This design comes from an exercise in tuning for small area and a short achievable clock period on the open sky130 flow, not from production work.
Function not checked in this run: the RTL went through the layout flow alone.
Power is estimated from default activity; no workload was simulated.

## config.mk

```make
export PLATFORM = sky130hd
export DESIGN_NAME = load_queue
export DESIGN_NICKNAME = load_queue
export VERILOG_FILES = /design/flow/design.v
export SDC_FILE = /design/flow/constraint.sdc
export NUM_CORES = 4
export LEC_CHECK = 0
export CAP_MARGIN = 20
export CORE_MARGIN = 2
export CORE_UTILIZATION = 30
export PLACE_DENSITY = 0.45
export SETUP_SLACK_MARGIN = 1.0
export SLEW_MARGIN = 20
```

## constraint.sdc

```tcl
create_clock -name core_clock -period 30.0 [get_ports {clk}]
set_input_delay 6.0000 -clock core_clock [delete_from_list [all_inputs] [get_ports {clk}]]
set_output_delay 6.0000 -clock core_clock [all_outputs]
set_load 0.01 [all_outputs]
```

## design.v

```verilog
`default_nettype none
package lq_pkg;
    typedef logic [31:0] addr_t;
    typedef logic [31:0] data_t;
    typedef logic [6:0]  rob_idx_t;
    typedef logic [5:0]  preg_t;
    typedef struct packed {
        preg_t    prd;
        rob_idx_t rob_idx;
    } lq_dispatch_t;
    typedef struct packed {
        addr_t    addr;
        rob_idx_t rob_idx;
        preg_t    prd;
    } lq_cache_req_t;
    typedef struct packed {
        rob_idx_t rob_idx;
        data_t    data;
    } lq_cache_resp_t;
    typedef struct packed {
        preg_t    prd;
        data_t    data;
        rob_idx_t rob_idx;
    } lq_result_t;
    typedef struct packed {
        logic     valid;
        addr_t    addr;
        logic     addr_valid;
        data_t    data;
        logic     data_valid;
        preg_t    prd;
        rob_idx_t rob_idx;
        logic     executed;
        logic     broadcast;
    } lq_entry_t;
endpackage
`default_nettype wire
`timescale 1ns/10ps
`default_nettype none
module lq_oldest_select #(
    parameter int LQ_ENTRIES = 32
) (
    input  logic [LQ_ENTRIES-1:0]         ready,
    input  logic [LQ_ENTRIES-1:0]         head_ge,    
    output logic                          found,
    output logic [LQ_ENTRIES-1:0]         sel_oh
);
    logic [2*LQ_ENTRIES-1:0] dbl;
    logic [2*LQ_ENTRIES-1:0] seen;
    logic [2*LQ_ENTRIES-1:0] first;
    assign dbl = {ready, ready & head_ge};
    always_comb begin
        seen[0] = 1'b0;
        for (int i = 1; i < 2*LQ_ENTRIES; i++) begin
            seen[i] = seen[i-1] | dbl[i-1];
        end
    end
    assign first  = dbl & ~seen;
    assign sel_oh = first[LQ_ENTRIES-1:0] | first[2*LQ_ENTRIES-1:LQ_ENTRIES];
    assign found  = |ready;
endmodule
`default_nettype wire
`timescale 1ns/10ps
`default_nettype none
module lq_entry_table #(
    parameter int LQ_ENTRIES     = 32,
    parameter int DISPATCH_WIDTH = 4
) (
    input  logic clk,
    input  logic rst,
    input  logic [DISPATCH_WIDTH-1:0]                          dispatch_valid,
    input  logic [DISPATCH_WIDTH-1:0]                          dispatch_is_load,
    input  logic [DISPATCH_WIDTH-1:0][12:0]                     dispatch,   
    output logic [DISPATCH_WIDTH-1:0]                          dispatch_lq_valid,
    output logic [DISPATCH_WIDTH-1:0][$clog2(LQ_ENTRIES)-1:0] dispatch_lq_idx,
    output logic                                               lq_full,
    output logic                                               lq_empty,
    output logic [$clog2(LQ_ENTRIES):0]                        lq_count,
    input  logic             addr_valid,
    input  lq_pkg::rob_idx_t addr_rob_idx,
    input  lq_pkg::addr_t    addr_value,
    output logic [LQ_ENTRIES-1:0]         head_ge,
    output logic [LQ_ENTRIES-1:0]         bcast_ready,
    input  logic                          bcast_found,
    input  logic [LQ_ENTRIES-1:0]         bcast_sel,
    output logic                   cache_req_valid,
    output lq_pkg::lq_cache_req_t  cache_req,
    input  logic                   cache_resp_valid,
    input  lq_pkg::lq_cache_resp_t cache_resp,
    output logic               result_valid,
    output lq_pkg::lq_result_t result,
    input  logic               result_ack,
    input  logic             commit_valid,
    input  lq_pkg::rob_idx_t commit_rob_idx,
    input  logic             flush,
    input  lq_pkg::rob_idx_t flush_rob_idx,
    input  lq_pkg::rob_idx_t rob_head_idx
);
    localparam int IDX_W = $clog2(LQ_ENTRIES);
    localparam int CNT_W = IDX_W + 1;
    wire [LQ_ENTRIES-1:0]       e_valid;
    wire [LQ_ENTRIES-1:0]       e_addr_valid;    
    wire [LQ_ENTRIES-1:0]       e_data_valid;
    wire [LQ_ENTRIES-1:0]       e_broadcast;
    wire [LQ_ENTRIES-1:0][31:0] e_data;
    wire [LQ_ENTRIES-1:0][5:0]  e_prd;
    wire [LQ_ENTRIES-1:0][6:0]  e_rob_idx;
    logic [IDX_W-1:0] head_q;
    logic [CNT_W-1:0] count_q;
    logic [IDX_W-1:0] tail;
    assign tail     = head_q + count_q[IDX_W-1:0];
    assign lq_count = count_q;
    assign lq_full  = count_q[IDX_W];
    assign lq_empty = (count_q == '0);
    logic [LQ_ENTRIES-1:0] head_oh;
    always_comb begin
        for (int j = 0; j < LQ_ENTRIES; j++) begin
            head_oh[j] = (head_q == IDX_W'(j));
            head_ge[j] = (IDX_W'(j) >= head_q);
        end
    end
    logic [DISPATCH_WIDTH-1:0] lane_ld;
    logic [DISPATCH_WIDTH-1:0] lane_ok;
    logic [DISPATCH_WIDTH:0]   room;       
    logic [2:0]                n_acc;
    logic [3:0][1:0]           lane_pos;   
    logic [3:0][IDX_W-1:0]     tail_plus;
    assign lane_ld = dispatch_valid & dispatch_is_load;
    always_comb begin
        for (int m = 0; m <= DISPATCH_WIDTH; m++) begin
            room[m] = (count_q <= CNT_W'(LQ_ENTRIES - 1 - m));
        end
        for (int m = 0; m < 4; m++) begin
            tail_plus[m] = tail + IDX_W'(m);
        end
        lane_pos[0] = 2'd0;
        lane_pos[1] = 2'(lane_ld[0]);
        lane_pos[2] = 2'(lane_ld[0]) + 2'(lane_ld[1]);
        lane_pos[3] = 2'(lane_ld[0]) + 2'(lane_ld[1]) + 2'(lane_ld[2]);
        n_acc = '0;
        for (int i = 0; i < DISPATCH_WIDTH; i++) begin
            lane_ok[i]           = lane_ld[i] && room[lane_pos[i]];
            dispatch_lq_valid[i] = lane_ok[i];
            dispatch_lq_idx[i]   = tail_plus[lane_pos[i]];
            n_acc                = n_acc + 3'(lane_ok[i]);
        end
    end
    logic [3:0][12:0] bank_val;
    always_comb begin
        for (int b = 0; b < 4; b++) begin
            bank_val[b] = '0;
            for (int i = 0; i < DISPATCH_WIDTH; i++) begin
                if (lane_ld[i] && 2'(tail[1:0] + lane_pos[i]) == 2'(b)) begin
                    bank_val[b] = bank_val[b] | dispatch[i];
                end
            end
        end
    end
    logic [LQ_ENTRIES-1:0] disp_hit;
    always_comb begin
        for (int j = 0; j < LQ_ENTRIES; j++) begin
            disp_hit[j] = (3'(IDX_W'(IDX_W'(j) - tail)) < n_acc) &&
                          (IDX_W'(IDX_W'(j) - tail) < IDX_W'(4));
        end
    end
    logic [LQ_ENTRIES-1:0] addr_hit;
    logic                  addr_any;
    logic [5:0]            addr_prd;
    logic                  pend_q;
    logic [31:0]           pend_addr_q;
    logic [6:0]            pend_rob_q;
    logic [5:0]            pend_prd_q;
    always_comb begin
        addr_prd = '0;
        for (int j = 0; j < LQ_ENTRIES; j++) begin
            addr_hit[j] = addr_valid && e_valid[j] && !e_addr_valid[j] &&
                          e_rob_idx[j] == addr_rob_idx;
            addr_prd    = addr_prd | (addr_hit[j] ? e_prd[j] : 6'd0);
        end
        addr_any = |addr_hit;
    end
    assign cache_req_valid   = pend_q;
    assign cache_req.addr    = pend_addr_q;
    assign cache_req.rob_idx = pend_rob_q;
    assign cache_req.prd     = pend_prd_q;
    logic [LQ_ENTRIES-1:0] resp_hit;
    logic                  bc_take;
    always_comb begin
        for (int j = 0; j < LQ_ENTRIES; j++) begin
            bcast_ready[j] = e_valid[j] && e_data_valid[j] && !e_broadcast[j];
            resp_hit[j]    = cache_resp_valid && e_rob_idx[j] == cache_resp.rob_idx;
        end
    end
    assign result_valid = bcast_found;
    always_comb begin
        result = '0;
        for (int j = 0; j < LQ_ENTRIES; j++) begin
            if (bcast_sel[j]) begin
                result = result | {e_prd[j], e_data[j], e_rob_idx[j]};
            end
        end
    end
    assign bc_take = result_ack;
    logic [6:0] head_rob;
    logic       commit_hit;
    always_comb begin
        head_rob = '0;
        for (int j = 0; j < LQ_ENTRIES; j++) begin
            head_rob = head_rob | (head_oh[j] ? e_rob_idx[j] : 7'd0);
        end
    end
    assign commit_hit = commit_valid && !lq_empty && (head_rob == commit_rob_idx);
    function automatic logic older(input logic [6:0] a, input logic [6:0] b,
                                   input logic [6:0] h);
        older = (a < b) ^ (a < h) ^ (b < h);
    endfunction
    logic [LQ_ENTRIES-1:0] alive;
    logic [LQ_ENTRIES-1:0] flush_kill;
    logic [LQ_ENTRIES-1:0] edge_oh;
    logic [IDX_W-1:0]      edge_idx;
    logic                  edge_found;
    logic [CNT_W-1:0]      survive_cnt;
    logic                  pend_kill;
    always_comb begin
        for (int j = 0; j < LQ_ENTRIES; j++) begin
            alive[j]      = e_valid[j] && older(e_rob_idx[j], flush_rob_idx, rob_head_idx);
            flush_kill[j] = !alive[j];
        end
        edge_idx = '0;
        for (int j = 0; j < LQ_ENTRIES; j++) begin
            edge_oh[j] = !alive[j] && alive[(j + LQ_ENTRIES - 1) % LQ_ENTRIES];
            edge_idx   = edge_idx | (edge_oh[j] ? IDX_W'(j) : IDX_W'(0));
        end
        edge_found = |edge_oh;
        if (edge_found) begin
            survive_cnt = CNT_W'(IDX_W'(edge_idx - head_q));
        end else if (|alive) begin
            survive_cnt = CNT_W'(LQ_ENTRIES);
        end else begin
            survive_cnt = '0;
        end
    end
    assign pend_kill = !older(pend_rob_q, flush_rob_idx, rob_head_idx);
    always_ff @(posedge clk) begin
        if (rst) begin
            head_q  <= '0;
            count_q <= '0;
        end else if (flush) begin
            count_q <= survive_cnt;
        end else begin
            head_q  <= head_q + IDX_W'(commit_hit);
            count_q <= count_q + CNT_W'(n_acc) - CNT_W'(commit_hit);
        end
    end
    always_ff @(posedge clk) begin
        if (rst) begin
            pend_q <= 1'b0;
        end else if (flush) begin
            if (pend_kill) begin
                pend_q <= 1'b0;
            end
        end else begin
            pend_q      <= addr_any;
            pend_addr_q <= addr_value;
            pend_rob_q  <= addr_rob_idx;
            pend_prd_q  <= addr_prd;
        end
    end
    for (genvar j = 0; j < LQ_ENTRIES; j++) begin : g_entry
        logic        valid_q;
        logic        addr_valid_q;
        logic        data_valid_q;
        logic        broadcast_q;
        logic [31:0] data_q;
        logic [5:0]  prd_q;
        logic [6:0]  rob_idx_q;
        assign e_valid[j]      = valid_q;
        assign e_addr_valid[j] = addr_valid_q;
        assign e_data_valid[j] = data_valid_q;
        assign e_broadcast[j]  = broadcast_q;
        assign e_data[j]       = data_q;
        assign e_prd[j]        = prd_q;
        assign e_rob_idx[j]    = rob_idx_q;
        always_ff @(posedge clk) begin
            if (disp_hit[j]) begin
                prd_q     <= bank_val[j % 4][12:7];   
                rob_idx_q <= bank_val[j % 4][6:0];    
            end
        end
        always_ff @(posedge clk) begin
            if (rst) begin
                valid_q <= 1'b0;
            end else if (flush) begin
                if (flush_kill[j]) begin
                    valid_q <= 1'b0;
                end
            end else begin
                if (resp_hit[j]) begin
                    data_q <= cache_resp.data;
                end
                if (disp_hit[j]) begin
                    valid_q      <= 1'b1;
                    addr_valid_q <= 1'b0;
                    data_valid_q <= 1'b0;
                    broadcast_q  <= 1'b0;
                end else begin
                    if (addr_hit[j]) begin
                        addr_valid_q <= 1'b1;
                    end
                    if (resp_hit[j]) begin
                        data_valid_q <= 1'b1;
                    end
                    if (bc_take && bcast_sel[j]) begin
                        broadcast_q <= 1'b1;
                    end
                    if (commit_hit && head_oh[j]) begin
                        valid_q <= 1'b0;
                    end
                end
            end
        end
    end
endmodule
`default_nettype wire
`timescale 1ns/10ps
`default_nettype none
module load_queue #(
    parameter int LQ_ENTRIES     = 32,
    parameter int DISPATCH_WIDTH = 4
) (
    input  logic clk,
    input  logic rst,
    input  logic [DISPATCH_WIDTH-1:0]                          dispatch_valid,
    input  logic [DISPATCH_WIDTH-1:0]                          dispatch_is_load,
    input  logic [DISPATCH_WIDTH-1:0][12:0]                     dispatch,   
    output logic [DISPATCH_WIDTH-1:0]                          dispatch_lq_valid,
    output logic [DISPATCH_WIDTH-1:0][$clog2(LQ_ENTRIES)-1:0] dispatch_lq_idx,
    output logic                                               lq_full,
    input  logic             addr_valid,
    input  lq_pkg::rob_idx_t addr_rob_idx,
    input  lq_pkg::addr_t    addr_value,
    output logic                   cache_req_valid,
    output lq_pkg::lq_cache_req_t  cache_req,
    input  logic                   cache_resp_valid,
    input  lq_pkg::lq_cache_resp_t cache_resp,
    output logic               result_valid,
    output lq_pkg::lq_result_t result,
    input  logic               result_ack,
    input  logic             commit_valid,
    input  lq_pkg::rob_idx_t commit_rob_idx,
    input  logic             flush,
    input  lq_pkg::rob_idx_t flush_rob_idx,
    input  lq_pkg::rob_idx_t rob_head_idx,
    output logic [$clog2(LQ_ENTRIES):0] lq_count,
    output logic                        lq_empty
);
    localparam int IDX_W = $clog2(LQ_ENTRIES);
    logic [LQ_ENTRIES-1:0] bcast_ready;
    logic [LQ_ENTRIES-1:0] head_ge;
    logic                  bcast_found;
    logic [LQ_ENTRIES-1:0] bcast_sel;
    lq_entry_table #(
        .LQ_ENTRIES     (LQ_ENTRIES),
        .DISPATCH_WIDTH (DISPATCH_WIDTH)
    ) u_table (
        .clk               (clk),
        .rst               (rst),
        .dispatch_valid    (dispatch_valid),
        .dispatch_is_load  (dispatch_is_load),
        .dispatch          (dispatch),
        .dispatch_lq_valid (dispatch_lq_valid),
        .dispatch_lq_idx   (dispatch_lq_idx),
        .lq_full           (lq_full),
        .lq_empty          (lq_empty),
        .lq_count          (lq_count),
        .addr_valid        (addr_valid),
        .addr_rob_idx      (addr_rob_idx),
        .addr_value        (addr_value),
        .head_ge           (head_ge),
        .bcast_ready       (bcast_ready),
        .bcast_found       (bcast_found),
        .bcast_sel         (bcast_sel),
        .cache_req_valid   (cache_req_valid),
        .cache_req         (cache_req),
        .cache_resp_valid  (cache_resp_valid),
        .cache_resp        (cache_resp),
        .result_valid      (result_valid),
        .result            (result),
        .result_ack        (result_ack),
        .commit_valid      (commit_valid),
        .commit_rob_idx    (commit_rob_idx),
        .flush             (flush),
        .flush_rob_idx     (flush_rob_idx),
        .rob_head_idx      (rob_head_idx)
    );
    lq_oldest_select #(
        .LQ_ENTRIES (LQ_ENTRIES)
    ) u_bcast_sel (
        .ready    (bcast_ready),
        .head_ge  (head_ge),
        .found    (bcast_found),
        .sel_oh   (bcast_sel)
    );
endmodule
`default_nettype wire
```

## run.sh

```bash
#!/bin/bash
# synth_recipe.tcl (not shown) runs the flow's synth.tcl, then flattens the netlist and writes it again
# the make line also repeats each setting of config.mk as NAME=value (left out here)
make -C /OpenROAD-flow-scripts/flow DESIGN_CONFIG=/design/flow/config.mk WORK_HOME=/design/flow/orfs CLKGATE_MAP_FILE= SYNTH_SCRIPT=/design/flow/synth_recipe.tcl finish
```

==> results.sh <==
export IMPL_dpl_cell_area_mm2=0.09493
export IMPL_core_area_mm2=0.2823
export IMPL_holdWs_ps=602.3
export IMPL_slew_viol_final=0
export IMPL_grtUsageTotal=0.3500
export IMPL_netlist_instances=6817
export IMPL_synthArstFlopShare=0
export IMPL_drc=0
export IMPL_die_w_um=536.8
export IMPL_finalWirelength_um=519900
export IMPL_viasPerCell=6.503
export IMPL_post_cts_repair_setup_buffers=0
export IMPL_fin_area_mm2=0.1012
export IMPL_worstSetupPathType="input port to output port"
export IMPL_cts_tree="built"
export IMPL_die_h_um=536.8
export IMPL_worstHoldStart="u_table.head_q[2]$_SDFFE_PP0N_"
export IMPL_min_period_ps=14910
export IMPL_numCtsBuffers=192
export IMPL_rsz0062_at_grt="false"
export IMPL_dp_cells=10860
export IMPL_synth_flop_cell="edfxtp_1"
export IMPL_gp_congestion=1.013
export IMPL_setup_tns_ps=0
export IMPL_grt_pass1_wl_um=671600
export IMPL_vias=73020
export IMPL_nNetsFinal=7938
export IMPL_slowest_stage="fa_1"
export IMPL_path_cells="clkdlybuf4s50_1, nand2_1, inv_1, fa_1, nor2_1, o21ai_0, o21ai_0, nand2_1, xnor2_1, clkdlybuf4s50_1"
export IMPL_synth_area_per_cell_um2=12.49
export IMPL_r2r_start="u_table.head_q[3]$_SDFFE_PP0N_"
export IMPL_leakage_nw=34.90
export IMPL_die_area_mm2=0.2882
export IMPL_antenna_found_initial=58
export IMPL_setup_ws_ps=15090
export IMPL_post_route_period_util=0.4971
export IMPL_path_buf_inv=3
export IMPL_pre_cts_slack_ps=15140
export IMPL_status="timing/DRC/antenna clean"
export IMPL_final_layout_size_suffix_gt1_frac=0.1261
export IMPL_cp_slowest_stage_delay_ps=810
export IMPL_synth_edf_count=1581
export IMPL_root_buffer="clkbuf_16"
export IMPL_insertion_delay_ps=930
export IMPL_syn_nets=7441
export IMPL_worst_pin_slew_ps=1297
export IMPL_cts_resized=0
export IMPL_synth_seq_cells=1625
export IMPL_clkTransAtPathRegs_ps=60
export IMPL_cp_top_family="buffers and inverters"
export IMPL_setup_viol=0
export IMPL_cp_arrival_ps=8910
export IMPL_critical_path_required_ps=24000
export IMPL_skew_ps=85.70
export IMPL_routedWlPerCell_um=46.31
export IMPL_synth_area_mm2=0.08517
export IMPL_hold_class="flip-flop to flip-flop"
export IMPL_htreeDepth=4
export IMPL_ctsLongestPathBuffers=4
export IMPL_area_growth_pct=18.87
export IMPL_port_buffers=289
export IMPL_crit_start="dispatch_valid[0]"
export IMPL_cp_end_kind="output port"
export IMPL_first_pass_iters=10
export IMPL_dp_hpwl_um=349000
export IMPL_cp_max_fo=11
export IMPL_fmax_mhz=67.06
export IMPL_overflow=0
export IMPL_slew_headroom=0.1344
export IMPL_power_mw=7.707
export IMPL_ys_types=98
export IMPL_cts_sinks=1625
export IMPL_rows=195
export IMPL_power_density_mw_per_mm2=76.12
export IMPL_ant_nets=0
export IMPL_holdBufCountCts=0
export IMPL_ir_worst_vdd_mv=0.05609
export IMPL_drtIter0Drc=12220
export IMPL_grt_max_degree=55
export IMPL_grt_pass1_vias=68300
export IMPL_final_util=0.3586
export IMPL_yosysWarnings=2
export IMPL_ioPinCount=290
export IMPL_hold_viol=0
export IMPL_synth_seq_area_share=0.5678
export IMPL_critPathLaunchType="input port"
export IMPL_fin_cells=11230
export IMPL_initial_utilization=0.3017
export IMPL_maxCapViolCount=0
## metal layers
| layer | up-vias | share of wire | global-route usage |
|---|---|---|---|
| li1 | 28490 | - | - |
| met1 | 37840 | 0.40 | 0.4691 |
| met2 | 5367 | 0.42 | 0.5151 |
| met3 | 1297 | 0.11 | 0.08440 |
| met4 | 18 | 0.068 | 0.1991 |
| met5 | - | 0.00022 | 0 |
## registers in the layout (all words and copies together) (netlist names), 32 cells and up
name                          cells
u_table.g_entry.addr_valid_q     32
u_table.g_entry.broadcast_q      32
u_table.g_entry.data_q         1024
u_table.g_entry.data_valid_q     32
u_table.g_entry.prd_q           192
u_table.g_entry.rob_idx_q       224
u_table.g_entry.valid_q          32
u_table.pend_addr_q              32
## final timing paths
kind                                                    to  slack [ps]  depth (start not counted)
max reg2reg  u_table.g_entry[20].broadcast_q$_SDFFCE_PP0P_       22910                         13
min reg2reg                 u_table.head_q[2]$_SDFFE_PP0N_         600                          2
max                                    dispatch_lq_idx[19]       15090                         10
min                         u_table.head_q[2]$_SDFFE_PP0N_         600                          2
## power breakdown
| group | switching [mW] | internal [mW] | leakage, nW |
|---|---|---|---|
| Sequential | 0.271 | 2.73 | 14.7 |
| Combinational | 1.62 | 0.701 | 17.2 |
| Clock | 0.994 | 1.40 | 3.02 |
## cells in the final DEF, fill, tap and decap left out, types with 118 or more instances in the layout
cell type,instances
clkbuf_16,196
a222oi_1,131
a21oi_1,197
xnor2_1,419
nand3_1,233
a22o_1,118
a22oi_1,420
nand2_1,595
ha_1,453
clkdlybuf4s50_1,258
nand4_1,205
o21ai_0,146
edfxtp_1,1581
buf_4,404
nor2_1,184
a221oi_1,160
## cells by family (layout without fill, tap and decap cells)
group,Yosys count,after routing,synth area share
AOI/OAI and AO/OA,1831,1831,0.1648
xor gates and xnor gates,547,547,0.05868
adders and majority gates,458,458,0.06773
buffers and inverters,504,1152,0.02594
DFF,1625,1625,0.5678
muxes,18,18,0.002189
other,0,20,0
and+or+nand+nor,1834,1834,0.1128
## final cells by class
cell class	instances	area [um2]
diodes	20	50.05
well taps	3743	4683
repair buffers	698	5854
clock buffers	232	5050
multi-input cells	4688	35640
inverters	109	411.6
clock inverters	113	1199
fillers	27430	181000
flip-flops and latches	1625	48360
## cells in the mapped netlist, types with 21 or more instances
master / number / area [um2]
xor2_1: 111 / 972.2
o211ai_1: 26 / 195.2
buf_2: 68 / 340.3
nand4b_1: 37 / 324.1
buf_1: 54 / 202.7
nand3_1: 233 / 1166
a2111oi_0: 43 / 376.6
a32o_1: 59 / 590.6
o21bai_1: 21 / 157.7
nand2b_1: 89 / 556.8
o21ai_0: 146 / 730.7
ha_1: 453 / 5668
a32oi_1: 96 / 840.8
edfxtp_1: 1581 / 47480
a211oi_1: 68 / 510.5
a22o_1: 118 / 1033
nor4_1: 113 / 706.9
buf_4: 26 / 195.2
a31oi_1: 45 / 281.5
a222oi_1: 131 / 1311
nor3_1: 60 / 300.3
nor2_1: 194 / 728.2
a21oi_1: 197 / 986.0
nor2b_1: 31 / 193.9
inv_1: 106 / 397.9
a22oi_1: 420 / 3153
o21a_1: 27 / 202.7
a211o_1: 42 / 367.9
and4_1: 32 / 280.3
a21o_1: 102 / 765.7
xnor2_1: 421 / 3687
a221oi_1: 160 / 1401
nand2_1: 597 / 2241
o21ai_1: 21 / 105.1
nand4_1: 205 / 1282
and3_1: 69 / 431.7
dfxtp_1: 44 / 880.8
clkbuf_1: 229 / 859.6
and2_1: 31 / 193.9
nand3b_1: 30 / 225.2
## worst reg2reg max path: cells and delay by family, from the launching register on
kind / cells / cell delay, ps
buffers and inverters: 4 / 1910
DFF: 1 / 940
AOI/OAI and AO/OA: 2 / 660
and+or+nand+nor: 7 / 3320

[port drivers added, routing unchanged]
No port has a modelled driver above. Below, the same layout with a new extraction and two added sets of constraints.
Step 1 sets driving cells, clkbuf_16 on the clock port and buf_2 on the other inputs (assumed; they add their load-dependent delay and slew).
Step 2 moves the port delays by t, midway between the first and last clock arrival at a register: inputs arrive t later, outputs are due t later. That takes back most of the time a late clock gives input paths.
a / b / c = no drivers / after step 1 / after step 2; a / b = the first two.
t (ns): 0.978
slack for setup (ns): 15.088 / 15.063 / 15.063
latest minus earliest clock arrival (ns): 0.086 / 0.086
slew at the worst register clock pin (ns): 0.07 / 0.07
pins driven straight from the clock port: 1
After both steps setup and hold are still met in this run. The setup slack of this run moves by -0.025 ns with the drivers and by -0.025 ns with both steps.
